This design comes from an exercise in tuning for small area, a short achievable clock period and few clock cycles per item on the open sky130 flow, not from production work. Only simulation tests tie the RTL to the original design; equivalence was not proved.

==> v36 <==
==> flow/design.v (excerpt) <==
module ladder_lowpass_filter_core #(
  parameter int SAMPLE_BITS    = llf_pkg::SAMPLE_BITS_DEF,
  parameter int COEF_FRAC_BITS = llf_pkg::COEF_FRAC_BITS_DEF
) (
  input  logic                              clk_i,
  input  logic                              rst_ni,
  input  logic                              cfg_we_i,
  input  logic [llf_pkg::CFG_ADDR_W-1:0]    cfg_addr_i,
  input  logic [llf_pkg::CFG_DATA_W-1:0]    cfg_wdata_i,
  input  logic                              s_axis_tvalid,
  output logic                              s_axis_tready,
  input  logic [((SAMPLE_BITS+7)/8)*8-1:0]  s_axis_tdata,   
  output logic                              m_axis_tvalid,
  input  logic                              m_axis_tready,
  output logic [((SAMPLE_BITS+7)/8)*8-1:0]  m_axis_tdata    
);
  localparam int TDATA_W = ((SAMPLE_BITS + 7) / 8) * 8;
  localparam logic signed [ACC_W-1:0] SMAX = 32'sh7FFFFFFF >>> (ACC_W - SAMPLE_BITS);
  localparam logic signed [ACC_W-1:0] SMIN = ~SMAX;
  logic [STAGE_GAIN_W-1:0]  stage_gain_q;
  logic [POLE_COEF_W-1:0]   pole_coef_q;
  logic [GAIN_FOURTH_W-1:0] gain_fourth_q;
  logic [RESONANCE_W-1:0]   resonance_q;
  logic [OUTPUT_NORM_W-1:0] output_norm_q;
  logic signed [31:0]            s1_q, s2_q, s3_q, s4_q;
  logic signed [31:0]            p_q, y_q, n_q;
  logic signed [33:0]            bu_q, q_q;
  logic signed [SAMPLE_BITS-1:0] x_q;
  logic [57:0]                   ps_q, pc_q;
  logic [57:0]                   ps_d, pc_d;
  logic                          out_valid_q;
  logic [SAMPLE_BITS-1:0]        out_data_q;
  logic signed [31:0]            y_clamp;
  llf_pkg::llf_ctl1_t            ctl1;
  llf_pkg::llf_ctl2_t            ctl2;
  ...
==> flow/config.mk <==
export PLATFORM = sky130hd
export DESIGN_NAME = ladder_lowpass_filter_core
export DESIGN_NICKNAME = ladder_lowpass_filter_core
export VERILOG_FILES = /design/flow/design.v
export SDC_FILE = /design/flow/constraint.sdc
export NUM_CORES = 4
export LEC_CHECK = 0
export CAP_MARGIN = 20
export CORE_MARGIN = 2
export CORE_UTILIZATION = 40
export SLEW_MARGIN = 20
==> flow/constraint.sdc <==
create_clock -name core_clock -period 16.0 [get_ports {clk_i}]
set_input_delay 3.2000 -clock core_clock [delete_from_list [all_inputs] [get_ports {clk_i}]]
set_output_delay 3.2000 -clock core_clock [all_outputs]
set_load 0.01 [all_outputs]
run.sh (not shown) runs the stock make flow with config.mk's settings and CLKGATE_MAP_FILE= SYNTH_SCRIPT=/design/flow/synth_recipe.tcl, a recipe that flattens the netlist after the stock synthesis.
==> v20 (differences from v36) <==
--- a/flow/design.v
+++ b/flow/design.v
@@ -30,23 +30,21 @@
   localparam logic [SLOT_W-1:0] SL_A3 = 5'd11;
   localparam logic [SLOT_W-1:0] SL_P2 = 5'd12;
   localparam logic [SLOT_W-1:0] SL_B4 = 5'd13;
   localparam logic [SLOT_W-1:0] SL_T  = 5'd14;
   localparam logic [SLOT_W-1:0] SL_P3 = 5'd15;
   localparam logic [SLOT_W-1:0] SL_LAST = 5'd16;
-  localparam logic [2:0] V_FP = 3'd0, V_FL = 3'd1, V_FT = 3'd2, V_Y = 3'd3,
-                         V_N  = 3'd4, V_S1 = 3'd5, V_X  = 3'd6, V_P = 3'd7;
+  localparam logic [2:0] V_P = 3'd0, V_Y = 3'd1, V_N = 3'd2, V_S1 = 3'd3, V_X = 3'd4;
   localparam logic [2:0] C_B = 3'd0, C_A = 3'd1, C_G4 = 3'd2, C_K = 3'd3, C_NORM = 3'd4;
-  localparam logic [2:0] TA_0 = 3'd0, TA_X = 3'd1, TA_BU = 3'd2, TA_FP = 3'd3, TA_FL = 3'd4,
-                         TA_S4 = 3'd5;
+  localparam logic [1:0] TA_0 = 2'd0, TA_X = 2'd1, TA_BU = 2'd2, TA_S4 = 2'd3;
   localparam logic [1:0] LA_S1 = 2'd0, LA_S2 = 2'd1, LA_S3 = 2'd2, LA_Q = 2'd3;
   typedef struct packed {
     logic [2:0] vsel;
     logic [2:0] csel;
     logic       sub;
-    logic [2:0] tsel;
+    logic [1:0] tsel;
   } llf_ctl1_t;
   typedef struct packed {
     logic [1:0] lsel;
     logic       wy;     
     logic       wnp;    
     logic       wnl;    
@@ -1014,26 +1012,26 @@
 endmodule
 import llf_pkg::*;
 module llf_seq (
   input  logic                      clk_i,
   input  logic                      rst_ni,
   input  logic                      in_valid_i,   
-  input  logic                      cfg_we_i,     
   input  logic                      out_full_i,   
   output logic                      in_ready_o,   
   output logic                      out_load_o,   
   output llf_pkg::llf_ctl1_t        ctl1_o,       
   output llf_pkg::llf_ctl2_t        ctl2_o        
 );
-  logic [SLOT_W-1:0] slot_q, slot_d, nom_d;
+  logic [SLOT_W-1:0] slot_q, slot_d;
   logic              tail_q, tail_d;    
   logic              head_q, head_d;    
   logic              rdy_q;
   logic              b4_q;
   logic              stall;
   logic              take;
+  llf_pkg::llf_ctl1_t ctl1_q;
   llf_pkg::llf_ctl1_t ctl1_d;
   llf_pkg::llf_ctl2_t ctl2_q;
   llf_pkg::llf_ctl2_t ctl2_d;
   assign stall      = b4_q && tail_q && out_full_i;
   assign out_load_o = b4_q && tail_q && !out_full_i;
   assign in_ready_o = rdy_q;
@@ -1051,34 +1049,28 @@
       head_d = 1'b0;
     end else if (!stall) begin
       slot_d = slot_q + SLOT_W'(1);
     end
   end
   always_comb begin
-    nom_d = slot_q + SLOT_W'(1);
-    if (slot_q == SL_P1 && !tail_q) nom_d = SL_P1;
-    else if (slot_q == SL_LAST) nom_d = head_q ? SL_Y : SL_P1;
-    else if (stall) nom_d = slot_q;
-  end
-  always_comb begin
     begin ctl1_d.vsel = V_N; ctl1_d.csel = C_B; ctl1_d.sub = 1'b0; ctl1_d.tsel = TA_0; end
-    case (nom_d)
-      SL_Y:  begin ctl1_d.vsel = V_FT; ctl1_d.csel = C_NORM; ctl1_d.sub = 1'b0; ctl1_d.tsel = TA_0; end
-      SL_K:  begin ctl1_d.vsel = V_FP; ctl1_d.csel = C_K; ctl1_d.sub = 1'b1; ctl1_d.tsel = TA_X; end
+    case (slot_d)
+      SL_Y:  begin ctl1_d.vsel = V_P; ctl1_d.csel = C_NORM; ctl1_d.sub = 1'b0; ctl1_d.tsel = TA_0; end
+      SL_K:  begin ctl1_d.vsel = V_Y; ctl1_d.csel = C_K; ctl1_d.sub = 1'b1; ctl1_d.tsel = TA_X; end
       SL_A4: begin ctl1_d.vsel = V_Y; ctl1_d.csel = C_A; ctl1_d.sub = 1'b1; ctl1_d.tsel = TA_0; end
-      SL_B1: begin ctl1_d.vsel = V_FP; ctl1_d.csel = C_B; ctl1_d.sub = 1'b0; ctl1_d.tsel = TA_0; end
-      SL_B2: begin ctl1_d.vsel = V_FL; ctl1_d.csel = C_B; ctl1_d.sub = 1'b0; ctl1_d.tsel = TA_0; end
+      SL_B1: begin ctl1_d.vsel = V_N; ctl1_d.csel = C_B; ctl1_d.sub = 1'b0; ctl1_d.tsel = TA_0; end
+      SL_B2: begin ctl1_d.vsel = V_N; ctl1_d.csel = C_B; ctl1_d.sub = 1'b0; ctl1_d.tsel = TA_0; end
       SL_A1: begin ctl1_d.vsel = V_N; ctl1_d.csel = C_A; ctl1_d.sub = 1'b1; ctl1_d.tsel = TA_BU; end
-      SL_A2: begin ctl1_d.vsel = V_FL; ctl1_d.csel = C_A; ctl1_d.sub = 1'b1; ctl1_d.tsel = TA_FP; end
+      SL_A2: begin ctl1_d.vsel = V_N; ctl1_d.csel = C_A; ctl1_d.sub = 1'b1; ctl1_d.tsel = TA_BU; end
       SL_B3: begin ctl1_d.vsel = V_N; ctl1_d.csel = C_B; ctl1_d.sub = 1'b0; ctl1_d.tsel = TA_0; end
       SL_P1: begin ctl1_d.vsel = V_S1; ctl1_d.csel = C_B; ctl1_d.sub = 1'b0; ctl1_d.tsel = TA_0; end
-      SL_A3: begin ctl1_d.vsel = V_FL; ctl1_d.csel = C_A; ctl1_d.sub = 1'b1; ctl1_d.tsel = TA_FP; end
-      SL_P2: begin ctl1_d.vsel = V_FL; ctl1_d.csel = C_B; ctl1_d.sub = 1'b0; ctl1_d.tsel = TA_0; end
+      SL_A3: begin ctl1_d.vsel = V_N; ctl1_d.csel = C_A; ctl1_d.sub = 1'b1; ctl1_d.tsel = TA_BU; end
+      SL_P2: begin ctl1_d.vsel = V_P; ctl1_d.csel = C_B; ctl1_d.sub = 1'b0; ctl1_d.tsel = TA_0; end
       SL_B4: begin ctl1_d.vsel = V_N; ctl1_d.csel = C_B; ctl1_d.sub = 1'b0; ctl1_d.tsel = TA_0; end
       SL_T:  begin ctl1_d.vsel = V_X; ctl1_d.csel = C_G4; ctl1_d.sub = 1'b0; ctl1_d.tsel = TA_0; end
-      SL_P3: begin ctl1_d.vsel = V_P; ctl1_d.csel = C_B; ctl1_d.sub = 1'b0; ctl1_d.tsel = tail_q ? TA_FL : TA_S4; end
+      SL_P3: begin ctl1_d.vsel = V_P; ctl1_d.csel = C_B; ctl1_d.sub = 1'b0; ctl1_d.tsel = TA_S4; end
       default: ;
     endcase
   end
   always_comb begin
     ctl2_d = '0;
     case (slot_q)
@@ -1101,25 +1093,27 @@
   end
   always_ff @(posedge clk_i or negedge rst_ni) begin
     if (!rst_ni) begin
       slot_q <= SL_P1;
       tail_q <= 1'b0;
       head_q <= 1'b0;
-      rdy_q  <= 1'b0;
+      rdy_q  <= 1'b1;
       b4_q   <= 1'b0;
+      begin ctl1_q.vsel <= V_S1; ctl1_q.csel <= C_B; ctl1_q.sub <= 1'b0; ctl1_q.tsel <= TA_0; end
       ctl2_q <= '0;
     end else begin
       slot_q <= slot_d;
       tail_q <= tail_d;
       head_q <= head_d;
-      rdy_q  <= (slot_d == SL_P1) && !cfg_we_i;
+      rdy_q  <= (slot_d == SL_P1);
       b4_q   <= (slot_d == SL_B4);
+      ctl1_q <= ctl1_d;
       ctl2_q <= ctl2_d;
     end
   end
-  assign ctl1_o = ctl1_d;
+  assign ctl1_o = ctl1_q;
   assign ctl2_o = ctl2_q;
 endmodule
 import llf_pkg::*;
 module ladder_lowpass_filter_core #(
   parameter int SAMPLE_BITS    = llf_pkg::SAMPLE_BITS_DEF,
   parameter int COEF_FRAC_BITS = llf_pkg::COEF_FRAC_BITS_DEF
@@ -1159,16 +1153,12 @@
   logic                          in_acc;
   logic                          out_load;
   logic signed [31:0]            val;
   logic signed [25:0]            coef;
   logic signed [33:0]            tadd;
   logic signed [33:0]            ladd;
-  logic signed [31:0]            val_q;
-  logic signed [25:0]            coef_q;
-  logic                          sub_q;
-  logic signed [33:0]            tadd_q;
   assign in_acc = s_axis_tvalid && in_ready;
   always_ff @(posedge clk_i or negedge rst_ni) begin
     if (!rst_ni) begin
       stage_gain_q  <= '0;
       pole_coef_q   <= POLE_COEF_RST;
       gain_fourth_q <= '0;
@@ -1186,24 +1176,45 @@
     end
   end
   llf_seq u_seq (
     .clk_i      (clk_i),
     .rst_ni     (rst_ni),
     .in_valid_i (s_axis_tvalid),
-    .cfg_we_i   (cfg_we_i),
     .out_full_i (out_valid_q),
     .in_ready_o (in_ready),
     .out_load_o (out_load),
     .ctl1_o     (ctl1),
     .ctl2_o     (ctl2)
   );
+  always_comb begin
+    case (ctl1.vsel)
+      V_P:     val = p_q;
+      V_Y:     val = y_q;
+      V_S1:    val = s1_q;
+      V_X:     val = 32'(x_q);
+      default: val = n_q;
+    endcase
+    case (ctl1.csel)
+      C_A:     coef = 26'(signed'(pole_coef_q));
+      C_G4:    coef = 26'(signed'({1'b0, gain_fourth_q}));
+      C_K:     coef = 26'(signed'({1'b0, resonance_q}));
+      C_NORM:  coef = 26'(signed'({1'b0, output_norm_q}));
+      default: coef = 26'(signed'({1'b0, stage_gain_q}));
+    endcase
+    case (ctl1.tsel)
+      TA_X:    tadd = 34'(x_q);
+      TA_BU:   tadd = bu_q;
+      TA_S4:   tadd = 34'(s4_q);
+      default: tadd = '0;
+    endcase
+  end
   llf_mac u_mac (
-    .val_i  (val_q),
-    .coef_i (coef_q),
-    .sub_i  (sub_q),
-    .add_i  (tadd_q),
+    .val_i  (val),
+    .coef_i (coef),
+    .sub_i  (ctl1.sub),
+    .add_i  (tadd),
     .s_o    (ps_d),
     .c_o    (pc_d)
   );
   always_ff @(posedge clk_i) begin
     ps_q <= ps_d;
     pc_q <= pc_d;
@@ -1248,45 +1259,12 @@
     end else if (!plain[35]) begin
       t_val = q_q[33] ? {1'b0, q_m1[30:0]} : 32'sh7FFFFFFF;
     end else begin
       t_val = (q_q[33] || q_q == '0) ? 32'sh80000000 : {1'b1, q_q[30:0]};
     end
   end
-  always_comb begin
-    case (ctl1.vsel)
-      V_FP:    val = plain_sat;
-      V_FL:    val = late_sat;
-      V_FT:    val = t_val;
-      V_Y:     val = y_q;
-      V_S1:    val = s1_q;
-      V_X:     val = 32'(x_q);
-      V_P:     val = p_q;
-      default: val = n_q;
-    endcase
-    case (ctl1.csel)
-      C_A:     coef = 26'(signed'(pole_coef_q));
-      C_G4:    coef = 26'(signed'({1'b0, gain_fourth_q}));
-      C_K:     coef = 26'(signed'({1'b0, resonance_q}));
-      C_NORM:  coef = 26'(signed'({1'b0, output_norm_q}));
-      default: coef = 26'(signed'({1'b0, stage_gain_q}));
-    endcase
-    case (ctl1.tsel)
-      TA_X:    tadd = 34'(x_q);
-      TA_BU:   tadd = bu_q;
-      TA_FP:   tadd = plain[33:0];
-      TA_FL:   tadd = 34'(late_sat);
-      TA_S4:   tadd = 34'(s4_q);
-      default: tadd = '0;
-    endcase
-  end
-  always_ff @(posedge clk_i) begin
-    val_q  <= val;
-    coef_q <= coef;
-    sub_q  <= ctl1.sub;
-    tadd_q <= tadd;
-  end
   always_ff @(posedge clk_i) begin
     if (in_acc) x_q <= s_axis_tdata[SAMPLE_BITS-1:0];
     if (ctl2.wy) y_q <= plain_sat;
     if (ctl2.wnp) n_q <= plain_sat;
     else if (ctl2.wnl) n_q <= late_sat;
     if (ctl2.wbu) bu_q <= plain[33:0];
==> flow/config.mk (replaced) <==
export PLATFORM = sky130hd
export DESIGN_NAME = ladder_lowpass_filter_core
export DESIGN_NICKNAME = ladder_lowpass_filter_core
export VERILOG_FILES = /design/flow/design.v
export SDC_FILE = /design/flow/constraint.sdc
export NUM_CORES = 4
export LEC_CHECK = 0
export ABC_CLOCK_PERIOD_IN_PS = 5000
export CAP_MARGIN = 20
export CORE_MARGIN = 2
export CORE_UTILIZATION = 40
export SLEW_MARGIN = 20
==> implementation parameters <==
Parameter                              Value

Outcome
  Status ... no timing/DRC/antenna violations

GRT
  Pin count of the biggest net entering global routing ... a little under 80
  Grt met2 use ... between 30% and 40%

Setup path
  Beginning of the critical path ... u_seq.ctl1_q[7]
  Slowest CP cell ... sky130_fd_sc_hd__dfstp_2
  Critical path data required time ... 16.54 ns
  Stage delay of the slowest cell on the critical path ... 0.95 ns

Detailed routing
  Met3 WL ... between 10000 and 15000 um

Synth
  Main area contributors after synthesis ... sky130_fd_sc_hd__fa_1, sky130_fd_sc_hd__dfrtp_1, sky130_fd_sc_hd__edfxtp_1
  Async set-or-reset flop fraction in the synthesized netlist ... a little under half

Cells and area
  Share of the final layout cell area in multi-input gates ... 55.0%
Source of the figures above: v20

==> implementation parameters <==
Parameter                              Value

Detailed routing
  Met3 WL ... about 22000 um

Placed design
  Placed Cells incl. Taps ... ~6800

Worst hold path
  Min-Delay Path Class ... flop to flop

Setup path
  Slowest CP cell ... sky130_fd_sc_hd__a2bb2oi_1
  Stage delay of the slowest cell on the critical path ... 0.92 ns
  Beginning of the critical path ... ps_q[19]

GRT
  Pin count of the biggest net entering global routing ... 80
  Met1 routing resource usage after global routing ... between 30% and 40%
  Grt met2 use ... 44.1%

Cells and area
  Share of the final layout cell area in multi-input gates ... 54.9%

Synth
  Main area contributors after synthesis ... sky130_fd_sc_hd__fa_1, sky130_fd_sc_hd__dfrtp_1, sky130_fd_sc_hd__edfxtp_1

Outcome
  Status ... no timing/DRC/antenna violations

Timing
  Slew HR ... 20.7%
Source of the figures above: v36

Testbench counts of v36, summed over its fixed seeds: cycles 26,304, items 1,536.
Testbench counts of v20, summed over its fixed seeds: cycles 26,272, items 1,536.

-- re-timing with driven ports --
The results above use ideal ports. As a check the final layouts listed here were re-extracted and re-timed, cells and wires unchanged. Step 1 sets driving cells, clkbuf_16 on the clock port and buf_2 on the other inputs (assumed; they add their load-dependent delay and slew). Step 2 times the ports against the registers' clock, not the clock port: input delays grow and output delays shrink by t, the midpoint of the rising clock arrivals with the driver on. Slacks: ideal ports / drivers / drivers and shift; pairs: ideal ports / drivers.
run	shift t [ns]	setup WS [ns]	latest minus earliest clock arrival (ns)	cell pins on the clock port's net
v36	0.704	8.592 / 8.592 / 8.592	0.023 / 0.023	1
v20	0.737	8.947 / 8.947 / 8.947	0.039 / 0.038	1
After both steps setup and hold are still met in every run listed.
